This is an optimization exercise on Yosys and OpenROAD, whose aim is small area, a short achievable clock period and few clock cycles per item, not a production implementation.
Only simulation tests tie the RTL to the original design; equivalence was not proved.
Power and IR drop assume default switching activity.

--- flow/design.v ---
package tcq_pkg;
	localparam int TICKET_W  = 16;
	localparam int MINUTE_W  = 11;
	localparam int KIND_W    = 3;
	localparam int STATUS_W  = 2;
	localparam int RUN_W     = 4;
	localparam int TDATA_W   = 32;
	localparam int PAYLOAD_W = TICKET_W + MINUTE_W;
	localparam int PAD_W     = TDATA_W - PAYLOAD_W;
	localparam int OUSER_W   = STATUS_W + 1;
	localparam logic [RUN_W-1:0] RUN_MAX     = 4'd15;
	localparam logic [RUN_W-1:0] NPP_DEFAULT = 4'd2;
	localparam logic [KIND_W-1:0] KIND_ENQ_NORMAL   = 3'd0;
	localparam logic [KIND_W-1:0] KIND_ENQ_PRIORITY = 3'd1;
	localparam logic [KIND_W-1:0] KIND_SERVE        = 3'd2;
	localparam logic [KIND_W-1:0] KIND_SEARCH       = 3'd3;
	localparam logic [KIND_W-1:0] KIND_CANCEL       = 3'd4;
	localparam logic [STATUS_W-1:0] STATUS_DONE      = 2'd0;
	localparam logic [STATUS_W-1:0] STATUS_FULL      = 2'd1;
	localparam logic [STATUS_W-1:0] STATUS_EMPTY     = 2'd2;
	localparam logic [STATUS_W-1:0] STATUS_NOT_FOUND = 2'd3;
	localparam logic CLASS_NORMAL   = 1'b0;
	localparam logic CLASS_PRIORITY = 1'b1;
	typedef struct packed {
		logic [MINUTE_W-1:0] minute;
		logic [TICKET_W-1:0] ticket;
	} entry_t;
	typedef enum logic [3:0] {
		ST_IDLE,
		ST_DECODE,
		ST_SERVE_WB,
		ST_SCAN_RD,
		ST_SCAN_CMP,
		ST_SHIFT_RD,
		ST_SHIFT_WR,
		ST_RESP
	} state_t;
	typedef struct packed {
		logic capture;
		logic enq;
		logic res_empty;
		logic res_nop;
		logic serve_rd;
		logic serve_pop;
		logic scan_start;
		logic scan_rd;
		logic scan_next;
		logic scan_adv;
		logic res_found;
		logic res_miss;
		logic shift_rd;
		logic shift_wr;
		logic remove_done;
		logic out_load;
	} cmd_t;
	typedef struct packed {
		logic [KIND_W-1:0] op;
		logic              both_empty;
		logic              scan_end;
		logic              hit;
		logic              cls;
		logic              shift_end;
		logic              out_free;
	} stat_t;
endpackage
module tcq_ram #(
	parameter int DEPTH = 16
) (
	input  logic                                clk,
	input  logic                                arst_n,
	input  logic                                enq,      
	input  logic [tcq_pkg::PAYLOAD_W-1:0]       wdata,
	input  logic [DEPTH-1:0]                    clr,      
	output logic [DEPTH-1:0]                    valid,
	output logic                                full,
	output logic [DEPTH-1:0]                    shift,    
	output logic [DEPTH*tcq_pkg::PAYLOAD_W-1:0] entries   
);
	localparam int PW = tcq_pkg::PAYLOAD_W;
	logic [PW-1:0]    mem [0:DEPTH-1];
	logic [DEPTH-1:0] valid_q;
	logic [DEPTH-1:0] below;   
	always_comb begin
		below[0] = 1'b1;
		for (int i = 1; i < DEPTH; i++) begin
			below[i] = below[i-1] & valid_q[i-1];
		end
		full  = below[DEPTH-1] & valid_q[DEPTH-1];
		shift = (enq && !full) ? below : '0;
	end
	always_ff @(posedge clk or negedge arst_n) begin
		if (!arst_n) begin
			valid_q <= '0;
		end else begin
			valid_q <= (valid_q & ~clr) | shift;
		end
	end
	always_ff @(posedge clk) begin
		if (shift[0]) begin
			mem[0] <= wdata;
		end
		for (int i = 1; i < DEPTH; i++) begin
			if (shift[i]) begin
				mem[i] <= mem[i-1];
			end
		end
	end
	always_comb begin
		for (int i = 0; i < DEPTH; i++) begin
			entries[i*PW +: PW] = mem[i];
		end
	end
	assign valid = valid_q;
endmodule
module two_class_ticket_queue_weighted_server #(
	parameter int QUEUE_DEPTH = 16
) (
	input  logic                              clk,
	input  logic                              arst_n,
	input  logic                              s_axis_tvalid,
	output logic                              s_axis_tready,
	input  logic [tcq_pkg::TDATA_W-1:0]       s_axis_tdata,
	input  logic [tcq_pkg::KIND_W-1:0]        s_axis_tuser,
	output logic                              m_axis_tvalid,
	input  logic                              m_axis_tready,
	output logic [tcq_pkg::TDATA_W-1:0]       m_axis_tdata,
	output logic [tcq_pkg::OUSER_W-1:0]       m_axis_tuser,
	input  logic                              cfg_we,
	input  logic [tcq_pkg::RUN_W-1:0]         cfg_data
);
	localparam int D  = QUEUE_DEPTH;
	localparam int PW = tcq_pkg::PAYLOAD_W;
	localparam int TW = tcq_pkg::TICKET_W;
	localparam int MW = tcq_pkg::MINUTE_W;
	localparam int RW = tcq_pkg::RUN_W;
	logic                       e_valid_q;
	logic [tcq_pkg::KIND_W-1:0] e_kind_q;
	logic [TW-1:0]              e_tk_q;
	logic [MW-1:0]              e_mn_q;
	logic [D-1:0]               e_nhit_q, e_phit_q;
	logic          turn_q;
	logic [RW-1:0] run_q, npp_q;
	logic                         r_valid_q;
	logic [tcq_pkg::STATUS_W-1:0] r_status_q;
	logic                         r_class_q;
	logic [D-1:0]                 r_nsel_q, r_psel_q;
	logic                         o_valid_q;
	logic [tcq_pkg::STATUS_W-1:0] o_status_q;
	logic                         o_class_q;
	logic [PW-1:0]                o_data_q;
	logic [D-1:0]    nv, pv, nclr, pclr, nshift, pshift;
	logic            nfull, pfull, nenq, penq;
	logic [D*PW-1:0] nent, pent;
	logic fire_o, fire_e, accept;
	assign fire_o        = r_valid_q && (!o_valid_q || m_axis_tready);
	assign fire_e        = e_valid_q && (!r_valid_q || fire_o);
	assign s_axis_tready = !e_valid_q || fire_e;
	assign accept        = s_axis_tvalid && s_axis_tready;
	function automatic [D-1:0] top1(input logic [D-1:0] x);
		logic above;
		above = 1'b0;
		for (int i = D - 1; i >= 0; i--) begin
			top1[i] = x[i] && !above;
			above   = above || x[i];
		end
	endfunction
	logic [TW-1:0] in_tk;
	logic [D-1:0]  in_neq, in_peq, in_nhit, in_phit;
	logic          in_eq_new;
	always_comb begin
		in_tk     = s_axis_tdata[TW-1:0];
		in_eq_new = (e_tk_q == in_tk);
		for (int i = 0; i < D; i++) begin
			in_neq[i] = (nent[i*PW +: TW] == in_tk);
			in_peq[i] = (pent[i*PW +: TW] == in_tk);
		end
		in_nhit[0] = nshift[0] ? in_eq_new : in_neq[0];
		in_phit[0] = pshift[0] ? in_eq_new : in_peq[0];
		for (int i = 1; i < D; i++) begin
			in_nhit[i] = nshift[i] ? in_neq[i-1] : in_neq[i];
			in_phit[i] = pshift[i] ? in_peq[i-1] : in_peq[i];
		end
	end
	logic          is_enq, is_serve, is_scan, is_cancel;
	logic [D-1:0]  nmatch, pmatch, nold, pold, nsel, psel;
	logic          nany, pany, nempty, pempty, pick_p;
	logic [RW-1:0] run_inc;
	logic          n_left_empty;
	logic [tcq_pkg::STATUS_W-1:0] x_status;
	logic          x_class;
	always_comb begin
		is_enq    = (e_kind_q == tcq_pkg::KIND_ENQ_NORMAL) || (e_kind_q == tcq_pkg::KIND_ENQ_PRIORITY);
		is_serve  = (e_kind_q == tcq_pkg::KIND_SERVE);
		is_scan   = (e_kind_q == tcq_pkg::KIND_SEARCH) || (e_kind_q == tcq_pkg::KIND_CANCEL);
		is_cancel = (e_kind_q == tcq_pkg::KIND_CANCEL);
		nmatch = e_nhit_q & nv;
		pmatch = e_phit_q & pv;
		nany   = |nmatch;
		pany   = |pmatch;
		nempty = !(|nv);
		pempty = !(|pv);
		nold   = top1(nv);
		pold   = top1(pv);
		pick_p = (turn_q && !pempty) || nempty;
		nsel = '0;
		psel = '0;
		if (is_serve) begin
			if (pick_p) psel = pold;
			else        nsel = nold;
		end else if (is_scan) begin
			if (nany) nsel = top1(nmatch);
			else      psel = top1(pmatch);
		end
		x_status = tcq_pkg::STATUS_DONE;
		x_class  = tcq_pkg::CLASS_NORMAL;
		if (is_enq) begin
			x_class  = e_kind_q[0];
			x_status = (e_kind_q[0] ? pfull : nfull) ? tcq_pkg::STATUS_FULL : tcq_pkg::STATUS_DONE;
		end else if (is_serve) begin
			if (nempty && pempty) x_status = tcq_pkg::STATUS_EMPTY;
			else                  x_class  = pick_p;
		end else if (is_scan) begin
			if (nany)      x_class  = tcq_pkg::CLASS_NORMAL;
			else if (pany) x_class  = tcq_pkg::CLASS_PRIORITY;
			else           x_status = tcq_pkg::STATUS_NOT_FOUND;
		end
		nenq = fire_e && is_enq && !e_kind_q[0];
		penq = fire_e && is_enq &&  e_kind_q[0];
		nclr = (fire_e && (is_serve || is_cancel)) ? nsel : '0;
		pclr = (fire_e && (is_serve || is_cancel)) ? psel : '0;
		run_inc      = (run_q != tcq_pkg::RUN_MAX) ? run_q + 1'b1 : run_q;
		n_left_empty = !(|(nv & ~nold));
	end
	tcq_ram #(.DEPTH(D)) u_normal (
		.clk     (clk),
		.arst_n  (arst_n),
		.enq     (nenq),
		.wdata   ({e_mn_q, e_tk_q}),
		.clr     (nclr),
		.valid   (nv),
		.full    (nfull),
		.shift   (nshift),
		.entries (nent)
	);
	tcq_ram #(.DEPTH(D)) u_priority (
		.clk     (clk),
		.arst_n  (arst_n),
		.enq     (penq),
		.wdata   ({e_mn_q, e_tk_q}),
		.clr     (pclr),
		.valid   (pv),
		.full    (pfull),
		.shift   (pshift),
		.entries (pent)
	);
	logic [PW-1:0] r_data;
	always_comb begin
		r_data = '0;
		for (int i = 0; i < D; i++) begin
			r_data = r_data | ({PW{r_nsel_q[i]}} & nent[i*PW +: PW])
				| ({PW{r_psel_q[i]}} & pent[i*PW +: PW]);
		end
	end
	always_ff @(posedge clk or negedge arst_n) begin
		if (!arst_n) begin
			e_valid_q <= 1'b0;
			r_valid_q <= 1'b0;
			o_valid_q <= 1'b0;
			turn_q    <= 1'b1;
			run_q     <= '0;
			npp_q     <= tcq_pkg::NPP_DEFAULT;
		end else begin
			if (cfg_we) begin
				npp_q <= cfg_data;
			end
			if (s_axis_tready) begin
				e_valid_q <= s_axis_tvalid;
			end
			if (fire_e) begin
				r_valid_q <= 1'b1;
			end else if (fire_o) begin
				r_valid_q <= 1'b0;
			end
			if (fire_o) begin
				o_valid_q <= 1'b1;
			end else if (m_axis_tready) begin
				o_valid_q <= 1'b0;
			end
			if (fire_e && is_serve && !(nempty && pempty)) begin
				if (pick_p) begin
					turn_q <= nempty;
					run_q  <= '0;
				end else begin
					turn_q <= turn_q || (run_inc >= npp_q) || n_left_empty;
					run_q  <= run_inc;
				end
			end
		end
	end
	always_ff @(posedge clk) begin
		if (accept) begin
			e_kind_q <= s_axis_tuser;
			e_tk_q   <= in_tk;
			e_mn_q   <= s_axis_tdata[PW-1:TW];
			e_nhit_q <= in_nhit;
			e_phit_q <= in_phit;
		end
		if (fire_e) begin
			r_status_q <= x_status;
			r_class_q  <= x_class;
			r_nsel_q   <= nsel;
			r_psel_q   <= psel;
		end
		if (fire_o) begin
			o_status_q <= r_status_q;
			o_class_q  <= r_class_q;
			o_data_q   <= r_data;
		end
	end
	assign m_axis_tvalid = o_valid_q;
	assign m_axis_tdata  = {{tcq_pkg::PAD_W{1'b0}}, o_data_q};
	assign m_axis_tuser  = {o_class_q, o_status_q};
endmodule
--- flow/run.sh ---
#!/bin/bash
# synth_recipe.tcl (not shown) runs the flow's synth.tcl, then flattens the netlist and writes it again
# the make line also repeats each setting of config.mk as NAME=value (left out here)
make -C /OpenROAD-flow-scripts/flow DESIGN_CONFIG=/design/flow/config.mk WORK_HOME=/design/flow/orfs CLKGATE_MAP_FILE= SYNTH_SCRIPT=/design/flow/synth_recipe.tcl finish
--- flow/config.mk ---
export PLATFORM = sky130hd
export DESIGN_NAME = two_class_ticket_queue_weighted_server
export DESIGN_NICKNAME = two_class_ticket_queue_weighted_server
export VERILOG_FILES = /design/flow/design.v
export SDC_FILE = /design/flow/constraint.sdc
export NUM_CORES = 4
export LEC_CHECK = 0
export CAP_MARGIN = 20
export CORE_MARGIN = 2
export CORE_UTILIZATION = 40
export SLEW_MARGIN = 20
--- flow/constraint.sdc ---
create_clock -name core_clock -period 5.0 [get_ports {clk}]
set_input_delay 1.0000 -clock core_clock [delete_from_list [all_inputs] [get_ports {clk}]]
set_output_delay 1.0000 -clock core_clock [all_outputs]
set_load 0.01 [all_outputs]
==> impl_metrics.ini, run 1 <==
[synth]
post_synth_num_cell_types = 75
synthXorXnorAreaFrac = 0.105
syn_inst = 2940
ys_seq_area_frac = 0.696
synth_warnings = 3
yosysTopAreaCellShare = 0.671
syn_area_um2 = 44400
synth-compound-area-share = 0.0986
synthAdderAreaFrac = 0.00164
ys_ff_latch = 1035
synthFlopType = edfxtp_1
post_synth_and_or_nand_nor_area_fraction = 0.0704
synth_common_cells = edfxtp_1 (991), xor2_1 (464), a22oi_1 (333)
synth_edf_count = 991
synth_most_common_cell = edfxtp_1
yosys.area.top_type = edfxtp_1
async_flop_share = 0.0425
post_synth.cell_area_avg_um2 = 15.1
synth_top_family_by_area = XOR/XNOR gates
muxShareOfSynthArea = 0.00827
ys_top_cells_by_area = edfxtp_1 (67%), xor2_1 (9.2%), a22oi_1 (5.6%)

[grt]
grt_max_degree = 52
overflow = 0
grt_pass1_wl_mm = 258
grt_pass1_vias = 30400
antenna_found_initial = 8
grt_util_all_layers = 0.336

[final_layout]
multi_input_area_um2 = 12800
regArea_um2 = 30900
fillers = 9555
syn_to_final_growth_pct = 15.0
final_cells = 4630
nNetsFinal = 3095
drive_gt1_frac = 0.117

[job]
maxCapViolations = 0

[route]
viasPerCell = 6.83
initialDrtViolationCount = 5898
ant_nets = 0
routed_wirelength_mm = 194
wire_per_inst_um = 41.9
dr.pass1.iters = 7
vias = 31600
drcViolationCount = 0

[sta]
max_slew.worst_pin.slew_ns = 1.22
max_slew_margin = 0.182
rsz0062_at_grt = no
fmax_ghz = 0.264
fin_setup_tns_ns = 0
hold_violations = 0
whs_ns = 0.407
skew_ns = 0.0353
setup_viol_count_final = 0
period_minus_slack_ns = 3.79
drv_slew = 0
fin_crit_sh = 0.757

[setup_path]
path_class = reg2reg
endpoint_kind = flop
cp-start-kind = flop
cp_max_fo = 17
cp.arrival_ns = 4.17
worst_ep_required_time_ns = 5.39

[placement]
numPortBuffers = 70
place.gp.congestion = 1.19
dp_hpwl_mm = 126
numPlacedInstances = 4422

[clocking]
cts.clk_slew.worst_paths_ns = 0.06
cts-root-buf = clkbuf_16
ctsResizeCount = 0
clkSinkCount = 1035
cts_hold_buf = 0
clock_latency_ns = 0.72
cts_inserted_buffers = 110
cts.path.max_buffers = 3
cts_setup_buffers = 0
h-tree-depth = 3
cts_tree = yes

[power_and_ir_drop]
vdd_drop_max_v = 0.000336
leakage_uw = 0.0167
powerDensity_nw_per_um2 = 397

[floorplanning]
initial_core_util = 0.402
die_y_um = 337
dieArea_um2 = 114000
core_area_um2 = 110000
io_pins = 81
dieWidth_um = 337
num_rows = 122

[run_status]
outcome = finished clean

[worst_hold_path]
holdCritPathClass = in2async
[layout make-up]
type,instances,area share
Sequential cell,1035,0.605
Multi-Input combinational cell,1679,0.250
Clock buffer,140,0.0574
Tap cell,1488,0.0365
Timing Repair Buffer,193,0.0341
Clock inverter,66,0.0145
Inverter,27,0.00199
Antenna cell,2,0.0000982
[cell families after synthesis]
family / after synthesis
flops: 1035
compound gates: 565
simple gates: 537
xor+xnor: 530
buf+inv: 230
mux: 36
fa+ha+maj: 6
other cells: 1
[worst paths after layout]
check                      slack (ns)                    to                start  cells after the start
setup reg to reg                 1.21  u_normal.mem[15][12]  u_normal.valid_q[2]                      7
max in group asynchronous        4.14              npp_q[0]               arst_n                      2
hold / removal                   0.41   u_normal.valid_q[5]               arst_n                      2
min in group core_clock          0.43         o_status_q[1]        r_status_q[1]                      0
hold reg to reg                  0.43         o_status_q[1]        r_status_q[1]                      0
setup / recovery                 1.21  u_normal.mem[15][12]  u_normal.valid_q[2]                      7
[critical path, cell delays in order, from the launching register on]
cell and delay [ns]:
dfrtp_1 0.55, nand4_1 0.32, nor4_1 0.82, nand2_1 0.36, nor3b_4 0.25, buf_4 0.28, and3_2 0.56, buf_12 0.30
[registers in the layout, summed over array words and instances (netlist names)]
| signal | count |
|---|---|
| e_tk_q | 16 |
| o_status_q | 2 |
| e_phit_q | 16 |
| o_data_q | 27 |
| r_class_q | 1 |
| u_priority.valid_q | 16 |
| u_normal.mem | 432 |
| e_kind_q | 3 |
| r_nsel_q | 16 |
| r_status_q | 2 |
| r_valid_q | 1 |
| o_valid_q | 1 |
| e_nhit_q | 16 |
| e_mn_q | 11 |
| turn_q | 1 |
| u_normal.valid_q | 16 |
| r_psel_q | 16 |
| u_priority.mem | 432 |
| o_class_q | 1 |
| npp_q | 4 |
| run_q | 4 |
| e_valid_q | 1 |
[layout by cell type (no fill, tap or decap), types with 19 or more instances in the layout]
cell type,synthesis,final
inv_1,27,20
a22oi_1,333,333
nor2_1,27,22
nor4_1,127,124
nand2_1,59,59
xor2_1,464,464
edfxtp_1,991,991
or4_1,33,33
xnor2_1,66,66
a221oi_1,55,55
clkdlybuf4s50_1,0,53
clkbuf_1,178,26
nand3_1,82,82
buf_4,6,107
nand4_1,117,117
dfrtp_1,42,42
o21ai_0,19,19
mux2i_1,31,31
a21oi_1,23,22
clkinv_2,0,22
a22o_1,55,55
clkbuf_16,0,112
[where the power goes]
part / switching (µW) / leakage (µW) / internal [µW] / total, µW
combinational: 1370 / 0.00542 / 524 / 1900
clock: 3640 / 0.00177 / 4830 / 8470
sequential: 242 / 0.00949 / 9620 / 9870
total: 5250 / 0.0167 / 15000 / 20200
[through the flow]
step                utilization  setup slack (ns)  instance area [µm²]  power [µW]
CTS                       0.462              1.25                51000       20100
global route              0.462             0.981                51000       20600
global placement          0.429             0.899                47300       11800
detailed placement        0.429             0.905                47300       11800
finish                    0.462              1.21                51000       20200
floorplan                     -             0.386                44400       10900
[metal layers]
metal | wire, µm | part of all wire | GRT usage
met5 | 166 | 0.00086 | 0.00170
met4 | 14900 | 0.077 | 0.210
met3 | 29300 | 0.15 | 0.127
met2 | 82500 | 0.43 | 0.495
met1 | 66900 | 0.35 | 0.418
Testbench counts, summed over its fixed seeds: cycles 4,824, ops 4,800.
==> inputs of run 2 (changes only) <==
--- a/flow/config.mk
+++ b/flow/config.mk
@@ -5,7 +5,9 @@
 export SDC_FILE = /design/flow/constraint.sdc
 export NUM_CORES = 4
 export LEC_CHECK = 0
+export ABC_CLOCK_PERIOD_IN_PS = 2500
 export CAP_MARGIN = 20
 export CORE_MARGIN = 2
-export CORE_UTILIZATION = 40
+export CORE_UTILIZATION = 50
+export SETUP_SLACK_MARGIN = 2.0
 export SLEW_MARGIN = 20
==> impl_metrics.ini, run 2 <==
[power_and_ir_drop]
powerDensity_nw_per_um2 = 391
leakage_uw = 0.0166
vdd_drop_max_v = 0.000312

[clocking]
cts.clk_slew.worst_paths_ns = 0.06
h-tree-depth = 3
cts_tree = yes
cts_inserted_buffers = 107
cts.path.max_buffers = 3
cts-root-buf = clkbuf_16
clock_latency_ns = 0.72
clkSinkCount = 1035

[sta]
hold_violations = 0
setup_viol_count_final = 0
fmax_ghz = 0.316
period_minus_slack_ns = 3.16
max_slew_margin = 0.177
max_slew.worst_pin.slew_ns = 1.22
rsz0062_at_grt = yes
fin_crit_sh = 0.632
drv_slew = 0
layout_setup_ws_ns = 1.84
skew_ns = 0.0314
fin_setup_tns_ns = 0

[final_layout]
reg_top3 = u_normal.mem: 432 flops, u_priority.mem: 432 flops, o_data_q: 27 flops
final_cell_mix = edfxtp_1 (991), xor2_1 (464), a22oi_1 (333)
syn_to_final_growth_pct = 14.1
fillers = 6972
fin_util = 0.574
stdcell_area_um2 = 50600
drive_gt1_frac = 0.123
final_cells = 4312
nNetsFinal = 3102
final_common_cell = edfxtp_1

[setup_path]
cpMaxStageDelayCell = dfrtp_1
crit_buf_inv = 2
worstPathCellList = nand3_1 -> nor4_4 -> nand2_1 -> nor3b_4 -> nand2_2 -> clkinvlp_4 -> buf_6
cp_max_fo = 27
cp-start-kind = flop
crit_family = simple AND/OR/NAND/NOR gates
worst_ep_required_time_ns = 5.35
endpoint_kind = flop
cp.arrival_ns = 3.51
rrSetupSlack_ns = 1.84
path_class = reg2reg
slowest_delay_ns = 0.65

[synth]
post_synth_num_cell_types = 75
ys_seq_area_frac = 0.696
synth_warnings = 3
synth_common_cells = edfxtp_1 (991), xor2_1 (464), a22oi_1 (333)
syn_inst = 2940
yosysTopAreaCellShare = 0.671
synthFlopType = edfxtp_1
post_synth.cell_area_avg_um2 = 15.1
yosys.area.top_type = edfxtp_1
synth_edf_count = 991
synth_most_common_cell = edfxtp_1
async_flop_share = 0.0425
syn_area_um2 = 44400
ys_top_cells_by_area = edfxtp_1 (67%), xor2_1 (9.2%), a22oi_1 (5.6%)
ys_ff_latch = 1035

[grt]
grt_pass1_vias = 29800
antenna_found_initial = 6
grt_pass1_wl_mm = 244
grt_max_degree = 63
overflow = 0
grt_util_all_layers = 0.398

[placement]
dp_hpwl_mm = 118
postPlaceCellArea_um2 = 46700
place_ws_ns = 0.902
place.gp.congestion = 1.09
numPortBuffers = 70
numPlacedInstances = 4073

[route]
routed_wirelength_mm = 185
vias = 31300
wire_per_inst_um = 43.0
dr.pass1.iters = 6
ant_nets = 0
viasPerCell = 7.26
initialDrtViolationCount = 5558
drcViolationCount = 0

[floorplanning]
die_y_um = 302
initial_core_util = 0.503
dieArea_um2 = 91100
core_area_um2 = 88100
io_pins = 81
dieWidth_um = 302
num_rows = 109

[job]
maxCapViolations = 0

[run_status]
outcome = finished clean

[worst_hold_path]
holdCritPathClass = in2async
-- run 2: cell count changes in the layout (fill, tap and decap cells not counted), sizes merged --
cell | before | now
and4 | 4 | 6
clkdlybuf4s50 | 53 | 52
and2 | 25 | 28
and3 | 12 | 16
clkbuf | 140 | 127
buf | 140 | 138
diode | 2 | 5
clkinvlp | 9 | 13
inv | 30 | 24
bufinv | 13 | 10
clkinv | 41 | 55
-- run 2: layout make-up --
cell class / count / area, µm² / share of cell area
tap: 1165 / 1460 / 0.0288
timing repair buffer: 191 / 1780 / 0.0351
timing repair inverter: 3 / 22.5 / 0.000445
sequential: 1035 / 30900 / 0.610
clock buffer: 126 / 2750 / 0.0543
multi-input combinational: 1688 / 12900 / 0.255
inverter: 27 / 124 / 0.00245
antenna: 5 / 12.5 / 0.000247
clock inverter: 72 / 673 / 0.0133
-- run 2: report_power, final --
group	internal, µW	leakage [µW]	total, µW	switching (µW)
Sequential	9630	0.00948	9920	291
Combinational	571	0.00545	1880	1310
Clock	4450	0.00167	7970	3520
-- run 2: timing repair --
action,CTS,global route
hold buffers,0,0
gates cloned,6,6
setup buffers,8,15
setup endpoints to repair,465,301
gates resized for setup,17,29
pin swaps,4,6
-- run 2: worst paths after layout --
check,from,endpoint,depth (start not counted)
min in group core_clock,r_status_q[1],o_status_q[1],0
hold / removal,arst_n,npp_q[2],2
setup reg to reg,u_normal.valid_q[5],u_normal.mem[14][13],7
max in group asynchronous,arst_n,u_priority.valid_q[2],2
setup / recovery,u_normal.valid_q[5],u_normal.mem[14][13],7
hold reg to reg,r_status_q[1],o_status_q[1],0
-- run 2: metal layers --
metal  up-vias  GRT usage  wire, µm
li1      11900          -         -
met1     15700      0.509     63700
met2      2962      0.595     79600
met3       743      0.131     27300
met4         8      0.241     14600
met5         -          0        40
-- run 2: through the flow --
step / hold WS (ns) / total power (µW)
2_1_floorplan: 0.400 / 10900
3_3_place_gp: 0.411 / 11700
3_5_place_dp: 0.405 / 11800
4_1_cts: 0.410 / 19600
5_1_grt: 0.445 / 20200
6_report: 0.405 / 19800
-- run 2: kinds of logic after synthesis --
logic type | share of synthesized area
AOI/OAI and AO/OA | 0.0986
xor gates and xnor gates | 0.105
adders and majority gates | 0.00164
buffers and inverters | 0.0206
DFF | 0.696
muxes | 0.00827
other | 0.0000845
and+or+nand+nor | 0.0704
==> inputs of run 3 (changes only) <==
--- a/flow/design.v
+++ b/flow/design.v
@@ -144,18 +144,28 @@
 	logic [tcq_pkg::STATUS_W-1:0] r_status_q;
 	logic                         r_class_q;
 	logic [D-1:0]                 r_nsel_q, r_psel_q;
-	logic                         o_valid_q;
-	logic [tcq_pkg::STATUS_W-1:0] o_status_q;
-	logic                         o_class_q;
-	logic [PW-1:0]                o_data_q;
+	logic                         o0_valid_q, o1_valid_q;
+	logic [tcq_pkg::STATUS_W-1:0] o0_status_q, o1_status_q;
+	logic                         o0_class_q, o1_class_q;
+	logic [PW-1:0]                o0_data_q, o1_data_q;
+	logic                         s_ready_q;
 	logic [D-1:0]    nv, pv, nclr, pclr, nshift, pshift;
 	logic            nfull, pfull, nenq, penq;
 	logic [D*PW-1:0] nent, pent;
-	logic fire_o, fire_e, accept;
-	assign fire_o        = r_valid_q && (!o_valid_q || m_axis_tready);
-	assign fire_e        = e_valid_q && (!r_valid_q || fire_o);
-	assign s_axis_tready = !e_valid_q || fire_e;
-	assign accept        = s_axis_tvalid && s_axis_tready;
+	logic fire_e, r_move, pop, head_free, accept;
+	logic e_valid_d, r_valid_d, o0_valid_d, o1_valid_d;
+	always_comb begin
+		fire_e     = e_valid_q && !(r_valid_q && o0_valid_q && o1_valid_q);
+		r_move     = r_valid_q && !(o0_valid_q && o1_valid_q);
+		pop        = o0_valid_q && m_axis_tready;
+		head_free  = !o0_valid_q || pop;
+		accept     = s_axis_tvalid && s_ready_q;
+		e_valid_d  = accept || (e_valid_q && !fire_e);
+		r_valid_d  = fire_e || (r_valid_q && !r_move);
+		o0_valid_d = head_free ? (o1_valid_q || r_move) : 1'b1;
+		o1_valid_d = head_free ? (o1_valid_q && r_move) : (o1_valid_q || r_move);
+	end
+	assign s_axis_tready = s_ready_q;
 	function automatic [D-1:0] top1(input logic [D-1:0] x);
 		logic above;
 		above = 1'b0;
@@ -263,9 +273,11 @@
 	end
 	always_ff @(posedge clk or negedge arst_n) begin
 		if (!arst_n) begin
-			e_valid_q <= 1'b0;
-			r_valid_q <= 1'b0;
-			o_valid_q <= 1'b0;
+			e_valid_q  <= 1'b0;
+			r_valid_q  <= 1'b0;
+			o0_valid_q <= 1'b0;
+			o1_valid_q <= 1'b0;
+			s_ready_q  <= 1'b1;
 			turn_q    <= 1'b1;
 			run_q     <= '0;
 			npp_q     <= tcq_pkg::NPP_DEFAULT;
@@ -273,19 +285,11 @@
 			if (cfg_we) begin
 				npp_q <= cfg_data;
 			end
-			if (s_axis_tready) begin
-				e_valid_q <= s_axis_tvalid;
-			end
-			if (fire_e) begin
-				r_valid_q <= 1'b1;
-			end else if (fire_o) begin
-				r_valid_q <= 1'b0;
-			end
-			if (fire_o) begin
-				o_valid_q <= 1'b1;
-			end else if (m_axis_tready) begin
-				o_valid_q <= 1'b0;
-			end
+			e_valid_q  <= e_valid_d;
+			r_valid_q  <= r_valid_d;
+			o0_valid_q <= o0_valid_d;
+			o1_valid_q <= o1_valid_d;
+			s_ready_q  <= !e_valid_d || !(r_valid_d && o0_valid_d && o1_valid_d);
 			if (fire_e && is_serve && !(nempty && pempty)) begin
 				if (pick_p) begin
 					turn_q <= nempty;
@@ -311,13 +315,22 @@
 			r_nsel_q   <= nsel;
 			r_psel_q   <= psel;
 		end
-		if (fire_o) begin
-			o_status_q <= r_status_q;
-			o_class_q  <= r_class_q;
-			o_data_q   <= r_data;
+		if (head_free && o1_valid_q) begin
+			o0_status_q <= o1_status_q;
+			o0_class_q  <= o1_class_q;
+			o0_data_q   <= o1_data_q;
+		end else if (head_free && r_move) begin
+			o0_status_q <= r_status_q;
+			o0_class_q  <= r_class_q;
+			o0_data_q   <= r_data;
+		end
+		if (r_move && (head_free ? o1_valid_q : o0_valid_q)) begin
+			o1_status_q <= r_status_q;
+			o1_class_q  <= r_class_q;
+			o1_data_q   <= r_data;
 		end
 	end
-	assign m_axis_tvalid = o_valid_q;
-	assign m_axis_tdata  = {{tcq_pkg::PAD_W{1'b0}}, o_data_q};
-	assign m_axis_tuser  = {o_class_q, o_status_q};
+	assign m_axis_tvalid = o0_valid_q;
+	assign m_axis_tdata  = {{tcq_pkg::PAD_W{1'b0}}, o0_data_q};
+	assign m_axis_tuser  = {o0_class_q, o0_status_q};
 endmodule
--- a/flow/config.mk
+++ b/flow/config.mk
@@ -5,9 +5,7 @@
 export SDC_FILE = /design/flow/constraint.sdc
 export NUM_CORES = 4
 export LEC_CHECK = 0
-export ABC_CLOCK_PERIOD_IN_PS = 2500
 export CAP_MARGIN = 20
 export CORE_MARGIN = 2
-export CORE_UTILIZATION = 50
-export SETUP_SLACK_MARGIN = 2.0
+export CORE_UTILIZATION = 40
 export SLEW_MARGIN = 20
==> impl_metrics.ini, run 3 <==
[run_status]
outcome = finished clean

[synth]
async_flop_share = 0.0431
post_synth_num_cell_types = 80
ys_top_cells_by_area = edfxtp_1 (67%), xor2_1 (10%), a22oi_1 (7.2%)
ys_ff_latch = 1067
yosys.area.top_type = edfxtp_1
synth_common_cells = edfxtp_1 (1,021), xor2_1 (528), a22oi_1 (437)
synth_most_common_cell = edfxtp_1
synth_warnings = 3
synth_edf_count = 1021
synthFlopType = edfxtp_1
ys_seq_area_frac = 0.696
post_synth.cell_area_avg_um2 = 15.2
syn_area_um2 = 45700
yosysTopAreaCellShare = 0.671
syn_inst = 3015

[route]
dr.pass1.iters = 6
vias = 30900
wire_per_inst_um = 38.0
drcViolationCount = 0
ant_nets = 0
initialDrtViolationCount = 5189
viasPerCell = 6.57
routed_wirelength_mm = 178

[grt]
antenna_found_initial = 1
grt_pass1_wl_mm = 239
overflow = 0
grt_max_degree = 58
grtUsageMet3 = 0.0817
grt.busiest_layer = met2
gr-usage-met2 = 0.442
met1_usage = 0.397
grt_pass1_vias = 29400
grt_util_all_layers = 0.299

[floorplanning]
die_y_um = 342
dieArea_um2 = 117000
num_rows = 123
core_area_um2 = 113000
initial_core_util = 0.404
dieWidth_um = 342
io_pins = 81

[final_layout]
fin_util = 0.461
syn_to_final_growth_pct = 14.0
fillers = 9936
final_cell_mix = edfxtp_1 (1,021), xor2_1 (528), a22oi_1 (437)
drive_gt1_frac = 0.119
nNetsFinal = 3151
final_common_cell = edfxtp_1
reg_top3 = u_normal.mem: 432 flops, u_priority.mem: 432 flops

[setup_path]
worst_ep_required_time_ns = 5.36
rr_worst_depth = 6
r2r-end = u_priority.mem[4][13]
cp-start-kind = flop
rrSetupSlack_ns = 1.39
cp-startpoint = e_kind_q[0]
endpoint = u_priority.mem[4][13]
cp_max_fo = 16
endpoint_kind = flop
r2r_start = e_kind_q[0]
cp.arrival_ns = 3.97
path_class = reg2reg

[sta]
rsz0062_at_grt = no
max_slew_margin = 0.180
hold_violations = 0
skew_ns = 0.0351
fin_setup_tns_ns = 0
setup_viol_count_final = 0
drv_slew = 0
fmax_ghz = 0.277
max_slew.worst_pin.slew_ns = 1.23
fin_crit_sh = 0.723
period_minus_slack_ns = 3.61

[clocking]
cts.path.max_buffers = 3
ctsResizeCount = 0
cts_hold_buf = 0
cts_setup_buffers = 0
clkSinkCount = 1067
cts_tree = yes
cts_inserted_buffers = 111
cts-root-buf = clkbuf_16
cts.clk_slew.worst_paths_ns = 0.06
clock_latency_ns = 0.71
h-tree-depth = 3

[placement]
numPortBuffers = 70
place.gp.congestion = 1.02
dp_hpwl_mm = 119

[worst_hold_path]
holdCritPathClass = in2async

[power_and_ir_drop]
powerDensity_nw_per_um2 = 428
vdd_drop_max_v = 0.000307
leakage_uw = 0.0170

[job]
maxCapViolations = 0
-- run 3: logic make-up (layout without fill, tap and decap cells) --
logic type,after synthesis,after routing,synth area share
simple gates,550,550,0.0715
xor+xnor,530,530,0.102
fa+ha+maj,6,6,0.00159
buf+inv,226,404,0.0199
mux,65,65,0.0151
compound gates,570,570,0.0939
other cells,1,7,0.0000821
flops,1067,1067,0.696
-- run 3: area by class of cell --
class / instances / area, µm² / share of cell area
diodes: 2 / 5.00 / 0.0000961
clock buffers: 131 / 2930 / 0.0562
clock inverters: 77 / 843 / 0.0162
inverters: 23 / 86.3 / 0.00166
multi-input cells: 1726 / 13100 / 0.251
flip-flops and latches: 1067 / 31800 / 0.611
well taps: 1500 / 1880 / 0.0360
repair buffers: 173 / 1430 / 0.0275
-- run 3: worst min-delay path by stage --
stage	start	to	slack [ns]
CTS	arst_n	o0_valid_q	0.43
finish	arst_n	o0_valid_q	0.44
floorplan	r_class_q	o1_class_q	0.42
detailed placement	r_status_q[0]	o1_status_q[0]	0.43
global route	u_normal.mem[2][22]	u_normal.mem[3][22]	0.45
global placement	r_status_q[1]	o1_status_q[1]	0.43
-- run 3: stage by stage --
stage | total power, µW | instance area, µm² | instances | hold WS [ns] | setup slack (ns)
global placement | 13600 | 48300 | 4488 | 0.427 | 1.45
detailed placement | 13600 | 48300 | 4489 | 0.433 | 1.43
floorplan | 12100 | 45700 | 3019 | 0.420 | 0.179
finish | 22300 | 52100 | 4699 | 0.438 | 1.39
global route | 22700 | 52100 | 4697 | 0.449 | 1.34
CTS | 22200 | 52100 | 4697 | 0.432 | 1.48
-- run 3: report_power, final --
| part | switching (µW) | internal (µW) |
|---|---|---|
| sequential | 331 | 10100 |
| clock | 3650 | 5050 |
| combinational | 2350 | 827 |
| total | 6330 | 16000 |
-- run 3: worst max-delay path: stages, from the launching register on --
cell and delay, ns:
edfxtp_1 0.81, nand4_1 0.50, a21oi_4 0.26, buf_4 0.31, and3_2 0.25, and3_2 0.66, buf_4 0.47
-- run 3: routing by layer --
layer / vias to the layer above / wire (µm)
li1: 12200 / -
met1: 15600 / 65300
met2: 2641 / 77200
met3: 525 / 24000
met4: 0 / 12000
met5: - / 0
Testbench counts of run 3, summed over its fixed seeds: cycles 4,824, ops 4,800.

-- afterwards: timing with drivers on the ports --
Ports are ideal in the flow. The routed layouts listed here were re-timed in OpenROAD. Step 1: set_driving_cell puts a clkbuf_16 on clk and a buf_2 on each other input, an assumption about the parent block. Step 2 times the ports against the registers' clock, not the clock port: input delays grow and output delays shrink by t, the midpoint of the rising clock arrivals with the driver on. Slacks: ideal ports / drivers / drivers and shift; pairs: ideal ports / drivers.
run	t, ns	setup slack, ns	worst setup path after step 2	slew at the worst register clock pin (ns)	worst slew at a driven data input, ns
run 1	0.786	1.214 / 1.214 / 0.749	input to register	0.07 / 0.07	0.09
run 2	0.774	1.838 / 1.838 / 1.131	input to register	0.07 / 0.07	0.08
run 3	0.766	1.386 / 1.386 / 1.158	input to register	0.07 / 0.07	0.04
After both steps every run listed still meets setup and hold. For run 2, which loses most, drivers alone change the setup slack by 0.000 ns; drivers and shift together by -0.707 ns.
